This design comes from an exercise in tuning for small area, a short achievable clock period and few clock cycles on the open sky130 flow, not from production work.
The RTL was checked by simulation tests, not by an equivalence proof against the original design.
Power and IR drop assume default switching activity.

==> flow/design.v (excerpt) <==
module stepper_step_pulse_generator #(
  parameter int PERIOD_BITS = 24
) (
  input  logic        clk,
  input  logic        rst_n,
  input  logic        in_valid,
  output logic        in_ready,
  input  logic [2:0]  in_req_type,
  input  logic [23:0] in_velocity,
  input  logic [31:0] in_step_value,
  output logic        out_valid,
  input  logic        out_ready,
  output logic        out_step_level,
  output logic        out_dir_level,
  output logic        out_enable_n,
  output logic [31:0] out_position,
  output logic        out_is_moving,
  output logic [23:0] out_period_out,
  input  logic        psel,
  input  logic        penable,
  input  logic        pwrite,
  input  logic [3:0]  paddr,
  input  logic [31:0] pwdata,
  output logic [31:0] prdata,
  output logic        pready
);
For scale: about 2,700 cells after synthesis, ~200 I/O pins, ~22,000 um2 of cells after synthesis.
Settings: LEC_CHECK=0, CAP_MARGIN=20, CORE_MARGIN=2, CORE_UTILIZATION=40, SETUP_SLACK_MARGIN=4.5, SLEW_MARGIN=20; clock period 9.0 ns.
run.sh (not shown) runs the stock make flow with config.mk's settings and CLKGATE_MAP_FILE= SYNTH_SCRIPT=/design/flow/synth_recipe.tcl, a recipe that flattens the netlist after the stock synthesis.
The starting point finished clean.
Testbench counts at the start, summed over its fixed seeds: cycles 21,557.
==> next run, changes <==
- SETUP_SLACK_MARGIN: 4.5 -> 4.0
What happened: Routed wire length stays flat; power decreases by 0.38%; maximum frequency decreases by 9.0%; sequential cell count stays the same; clock power hardly moves; combinational power is about the same; via count stays flat; register-to-register slack is worse by 0.35 ns.
==> next run, changes <==
- CORE_UTILIZATION: 40 -> 65
- SETUP_SLACK_MARGIN: 4.0 -> 4.5
The changed run completed with no timing, DRC or antenna violations.
Flip-flop and latch count is unchanged.
Maximum frequency is higher by 9.6%.
Final area is lower by about 1.6%.
Wire length is lower by 5.2%.
Utilization is higher by 29 points.
Clock-buffer cell count is lower by 11.
Hold slack gains 0.011 ns.
Non-clock buffer count is higher by 2.
Power is lower by about 2.6%.
Setup slack gains 0.42 ns.
Sequential power hardly moves.

Setup of onyx:
stepper_step_pulse_generator, a different RTL version from the one above (not shown whole).
Size in the first run: about 2500 cells after synthesis, about 340 flip-flops, roughly 200 I/O pins, roughly 0.022 mm2 of cells after synthesis.
==> flow/config.mk <==
export PLATFORM = sky130hd
export DESIGN_NAME = stepper_step_pulse_generator
export DESIGN_NICKNAME = stepper_step_pulse_generator
export VERILOG_FILES = /design/flow/design.v
export SDC_FILE = /design/flow/constraint.sdc
export NUM_CORES = 4
export LEC_CHECK = 0
export ABC_CLOCK_PERIOD_IN_PS = 5000
export CAP_MARGIN = 20
export CORE_MARGIN = 2
export CORE_UTILIZATION = 40
export SLEW_MARGIN = 20
==> flow/constraint.sdc <==
create_clock -name core_clock -period 9.0 [get_ports {clk}]
set_input_delay 1.8000 -clock core_clock [delete_from_list [all_inputs] [get_ports {clk}]]
set_output_delay 1.8000 -clock core_clock [all_outputs]
set_load 0.01 [all_outputs]
onyx finished every step from synthesis to the final layout, and the layout passed the timing, DRC and antenna checks.
Testbench counts of onyx, summed over its fixed seeds: cycles 21,800.
Input changes introduced in tundra (baseline for comparison: onyx):
Settings: removing ABC_CLOCK_PERIOD_IN_PS (formerly 5000).
==> comparison <==
tundra | status: complete | timing, DRC, antenna: pass. onyx finished end to end and its layout was clean on timing, DRC and antenna. From tundra to onyx, least setup slack across all paths after layout did not move at all. Summary of tundra over onyx: met1 usage in global routing did not really move, clock group share of total power roughly the same, worst-case hold slack shows no meaningful change, number of nets with antenna violations after detailed routing roughly the same. tundra -> onyx: cell count after synthesis delta 0, exact match. Diff tundra..onyx | register clock-pin slew on the reported worst setup and hold paths | negligible. Diff onyx -> tundra: placer congestion estimate held, number of filler cells placed in the layout held, number of library cell types mapped by synthesis held.
For cedar, these inputs were changed with respect to tundra:
Settings: setting SETUP_SLACK_MARGIN to 4.5 for the first time.
Findings:
Relative to tundra, fill cell instance count of the final layout decreased by 55 in cedar.
Relative to tundra, proportion of power drawn by the clock network decreased by 2.5 points in cedar.
Sort tundra and cedar by internal cell power desc -> top: tundra
Non-clock buffer contribution to total cell area, tundra and cedar, higher one = cedar.
Going from tundra to cedar, routed wire length went up about 3%; shortest period the worst path allows went down 1.28 ns; post-route met1 wirelength moved up.
NOTE: final cell count without fillers in cedar exceeds that of tundra
Higher buffer count excluding the clock tree in the final layout goes to cedar over tundra.
The worst setup path endpoint comes out in_ready in one run and pos_r[29]$_SDFFE_PN0P_ in the other, namely in cedar and tundra respectively.
Re sequential cell area share: tundra was higher than cedar.
From cedar to tundra, number of iterations in the first detailed-routing pass did not move at all.

## ember
Another version of the RTL of stepper_step_pulse_generator (not shown whole).
Size in the first run: ~2400 cells after synthesis, ~0.021 mm2 of cells after synthesis.
Settings: LEC_CHECK=0, CAP_MARGIN=5, CORE_MARGIN=2, CORE_UTILIZATION=40, CTS_CLUSTER_DIAMETER=100, CTS_CLUSTER_SIZE=20, SETUP_SLACK_MARGIN=4.8, SLEW_MARGIN=5; clock period 9.0 ns.
Testbench counts of ember, summed over its fixed seeds: cycles 21,559.
> inputs changed (ember -> indigo)
- changing SETUP_SLACK_MARGIN from 4.8 to 4.6
==> flow/flow/run.sh (new file) <==
#!/bin/bash
# The standard layout (standard.sh), with the port buffers that buffer_ports
# inserts on every input and output made the platform's smallest buffer,
# sky130_fd_sc_hd__buf_1, instead of its default choice (clkdlybuf4s50_1).
# Timing repair still resizes any port buffer on a critical path.
set -euo pipefail
export BUFFER_PORTS_ARGS="-buffer_cell sky130_fd_sc_hd__buf_1"
bash standard.sh > standard.log 2>&1
==> flow/standard.sh (new file) <==
#!/bin/bash
# synth_recipe.tcl (not shown) runs the flow's synth.tcl, then flattens the netlist and writes it again
# the make line also repeats each setting of config.mk as NAME=value (left out here)
make -C /OpenROAD-flow-scripts/flow DESIGN_CONFIG=/design/flow/config.mk WORK_HOME=/design/flow/orfs CLKGATE_MAP_FILE= SYNTH_SCRIPT=/design/flow/synth_recipe.tcl "${@:-finish}"
removed: flow/run.sh
Notes after the runs:
Between ember and indigo, the difference in power drawn by the clock network is negligible.
Sort ember and indigo by net load switching power desc -> top: indigo
NOTE: routed wire length in indigo falls short of that of ember
Any difference in via count between ember and indigo is small enough to ignore.
Diff ember and indigo: clock network contribution to total cell area higher in indigo
Input-level comparison between violet and indigo:
- CTS_CLUSTER_SIZE changed from 20 to 24
- CTS_CLUSTER_DIAMETER changed from 100 to 110
- SETUP_SLACK_MARGIN changed from 4.6 to 4.8
Results
- Between indigo and violet, share of the core filled with cells is higher for violet, indigo comes in under that.
- Compared with indigo, violet shows a combinational share of power that is 0.8 points higher.
- Against indigo, maximum clock frequency in violet came out better.
- STATUS cell area after layout: violet loses against indigo

stepper_step_pulse_generator, a different RTL version from the one above (not shown whole).
Size in the first run: about 2,500 cells after synthesis, about 350 flip-flops, roughly 200 I/O pins.
Settings: LEC_CHECK=0, CAP_MARGIN=20, CORE_MARGIN=2, CORE_UTILIZATION=40, SETUP_SLACK_MARGIN=5.0, SLEW_MARGIN=20; clock period 9.0 ns.
Stock flow here: none of the scripts above is used.
Testbench counts at the start, summed over its fixed seeds: cycles 21,557.
==> next run, changes <==
CTS_CLUSTER_DIAMETER = 100   (was not set)
CTS_CLUSTER_SIZE = 20   (was not set)
SETUP_SLACK_MARGIN = 4.6   (was 5.0)
After rerunning:
- The changed run completed without violations
- flip-flop and latch count stays the same
- worst setup slack is worse by 0.081 ns
- first-iteration DRC count shrinks by 4.6%
- core utilization fell by 2.6 points
- synthesized cell count is unchanged
- die area stays the same
- non-clock buffer count goes down by 31
==> next run, changes <==
CTS_CLUSTER_DIAMETER = not set   (was 100)
CTS_CLUSTER_SIZE = not set   (was 20)
SETUP_SLACK_MARGIN = 4.8   (was 4.6)
Result: The new run completed with no timing, DRC or antenna violations; via count rose by 0.83%; hold slack is worse by 0.0065 ns; core utilization climbs by 1.7 points; maximum frequency climbs by 4.7%; wire length is lower by 0.89%; synthesized area stays the same.
==> next run, changes <==
CTS_CLUSTER_DIAMETER = 100   (was not set)
CTS_CLUSTER_SIZE = 20   (was not set)
After rerunning: Via count shrinks by 0.95%. Combinational power is about the same. Clock power shrinks by 42%. Global-route usage shrinks by 0.46 points. Sequential power hardly moves.

Setup of build 75:
Another version of the RTL of stepper_step_pulse_generator (not shown whole).
For scale: roughly 350 flip-flops, roughly 200 I/O pins.
export LEC_CHECK = 0
export CAP_MARGIN = 20
export CORE_MARGIN = 2
export CORE_UTILIZATION = 40
export CTS_CLUSTER_DIAMETER = 100
export CTS_CLUSTER_SIZE = 20
export SETUP_SLACK_MARGIN = 4.8
export SLEW_MARGIN = 20
export TNS_END_PERCENT = 10
create_clock -name core_clock -period 9.0 [get_ports {clk}]
standard.sh (not shown) runs the stock make flow with config.mk's settings and CLKGATE_MAP_FILE= SYNTH_SCRIPT=/design/flow/synth_recipe.tcl, a recipe that flattens the netlist after the stock synthesis.
==> flow/flow/run.sh <==
#!/bin/bash
# The standard layout (standard.sh), with the port buffers that buffer_ports
# inserts on every input and output made the platform's smallest buffer,
# sky130_fd_sc_hd__buf_1, instead of its default choice (clkdlybuf4s50_1).
# Timing repair still resizes any port buffer on a critical path.
set -euo pipefail
export BUFFER_PORTS_ARGS="-buffer_cell sky130_fd_sc_hd__buf_1"
bash standard.sh > standard.log 2>&1
Build 75 | stages: all done | timing, DRC, antenna: all pass
Testbench counts of build 75, summed over its fixed seeds: cycles 21,559.
--- input diff build 75..build 58 ---
- CAP_MARGIN now 5, was 20
- SLEW_MARGIN now 5, was 20
- TNS_END_PERCENT no longer set, was 10
## What came out
- [build 58] multi-input combinational area share fell 0.33 points relative to build 75
- Total design power in build 58 vs build 75: up about 0.4%
- Detailed-routing iteration count for the pre-antenna-repair pass sits higher in build 58 than in build 75.
The inputs of build 65 differ from those of build 58 as listed below.
- an added CTS_BUF_LIST of sky130_fd_sc_hd__clkbuf_8 sky130_fd_sc_hd__clkbuf_16
- a change of SETUP_SLACK_MARGIN from 4.8 to 4.7
### Flow results
met5 as the highest routed metal layer was reported by build 58, and met4 by build 65.
More vias were needed by build 58 than by build 65.
Build 65 reached the end of the flow, and the finished layout is clean on the timing, DRC and antenna checks.
In the tables for build 58 and build 65, proportion of total power due to net switching reads higher with build 65.
Final antenna-violating net count: build 58 vs build 65 identical
Looking at utilization across build 58 and build 65, the one that comes out lower is build 65.
~same tightest slew margin relative to the limit in build 58 and build 65
Reported for build 58 and build 65, share of the synthesized netlist area taken by xor and xnor gates turned out identical to the last digit.
diff inputs: build 65 => build 89
- SETUP_SLACK_MARGIN now 4.9, was 4.7
- CTS_BUF_LIST no longer set, was sky130_fd_sc_hd__clkbuf_8 sky130_fd_sc_hd__clkbuf_16
Results
Build 89 reports a higher maximum number of pins on one net before global-route repair than build 65 does. On clock-buffer cell count: build 89 sits above build 65. Between build 89 and build 65, the sequential-to-total area share from yosys stat does not differ in any meaningful way. Of build 89 and build 65, it is build 89 that has the higher area overhead of the layout relative to synthesis. Across both runs, met3 global-route usage was higher for build 89 than for build 65. ~same wire length of the first global-routing pass in build 89 and build 65. [compare] base=build 65 new=build 89: delay of the slowest cell on the worst path ~0 delta, non-clock buffer count +13. The final reports for build 89 and build 65 show met1 global-route usage lower in the former. Lower worst setup slack among build 89 and build 65: build 89.

## static timing again, ports no longer ideal
The results above use ideal ports. As a check the final layouts listed here were re-extracted and re-timed, cells and wires unchanged.
Step 1: set_driving_cell puts a clkbuf_16 on clk and a buf_2 on each other input, an assumption about the parent block.
Step 2, shift: input delay + t, output delay - t, t = (earliest + latest rising clock arrival at the registers) / 2. This alone moves slack from input paths to output paths.
a / b / c = ideal / step 1 / step 2; a / b = the first two.
run	t (ns)	slack for setup (ns)	slew at the worst register clock pin (ns)	worst slew at a driven data input, ns	cell pins on the clock port's net
the first run of note 1	0.632	4.606 / 4.578 / 4.007	0.06 / 0.06	0.12	1
the second run of note 1	0.622	4.170 / 4.144 / 3.743	0.06 / 0.06	0.09	1
the third run of note 1	0.593	4.591 / 4.570 / 4.063	0.06 / 0.06	0.10	1
onyx	0.627	3.201 / 3.179 / 3.179	0.06 / 0.06	0.10	1
tundra	0.627	3.201 / 3.179 / 3.179	0.06 / 0.06	0.10	1
cedar	0.627	4.479 / 4.412 / 3.979	0.07 / 0.07	0.11	1
ember	0.607	4.705 / 4.685 / 4.382	0.10 / 0.10	0.05	1
indigo	0.617	4.672 / 4.652 / 4.298	0.10 / 0.10	0.07	1
violet	0.598	4.805 / 4.766 / 4.410	0.11 / 0.11	0.08	1
the first run of note 4	0.631	4.701 / 4.664 / 4.449	0.07 / 0.07	0.15	1
the second run of note 4	0.609	4.621 / 4.557 / 4.210	0.10 / 0.10	0.11	1
the third run of note 4	0.621	4.818 / 4.778 / 4.325	0.06 / 0.06	0.05	1
the fourth run of note 4	0.605	4.817 / 4.778 / 4.386	0.10 / 0.10	0.05	1
build 75	0.611	4.592 / 4.562 / 4.288	0.10 / 0.10	0.05	1
build 58	0.603	4.740 / 4.702 / 4.375	0.09 / 0.09	0.06	1
build 65	0.599	4.735 / 4.695 / 4.324	0.10 / 0.10	0.05	1
build 89	0.612	4.697 / 4.658 / 4.497	0.09 / 0.09	0.05	1
After both steps setup and hold are still met in every run listed. For the first run of note 1, which loses most, drivers alone change the setup slack by -0.028 ns; drivers and shift together by -0.599 ns.
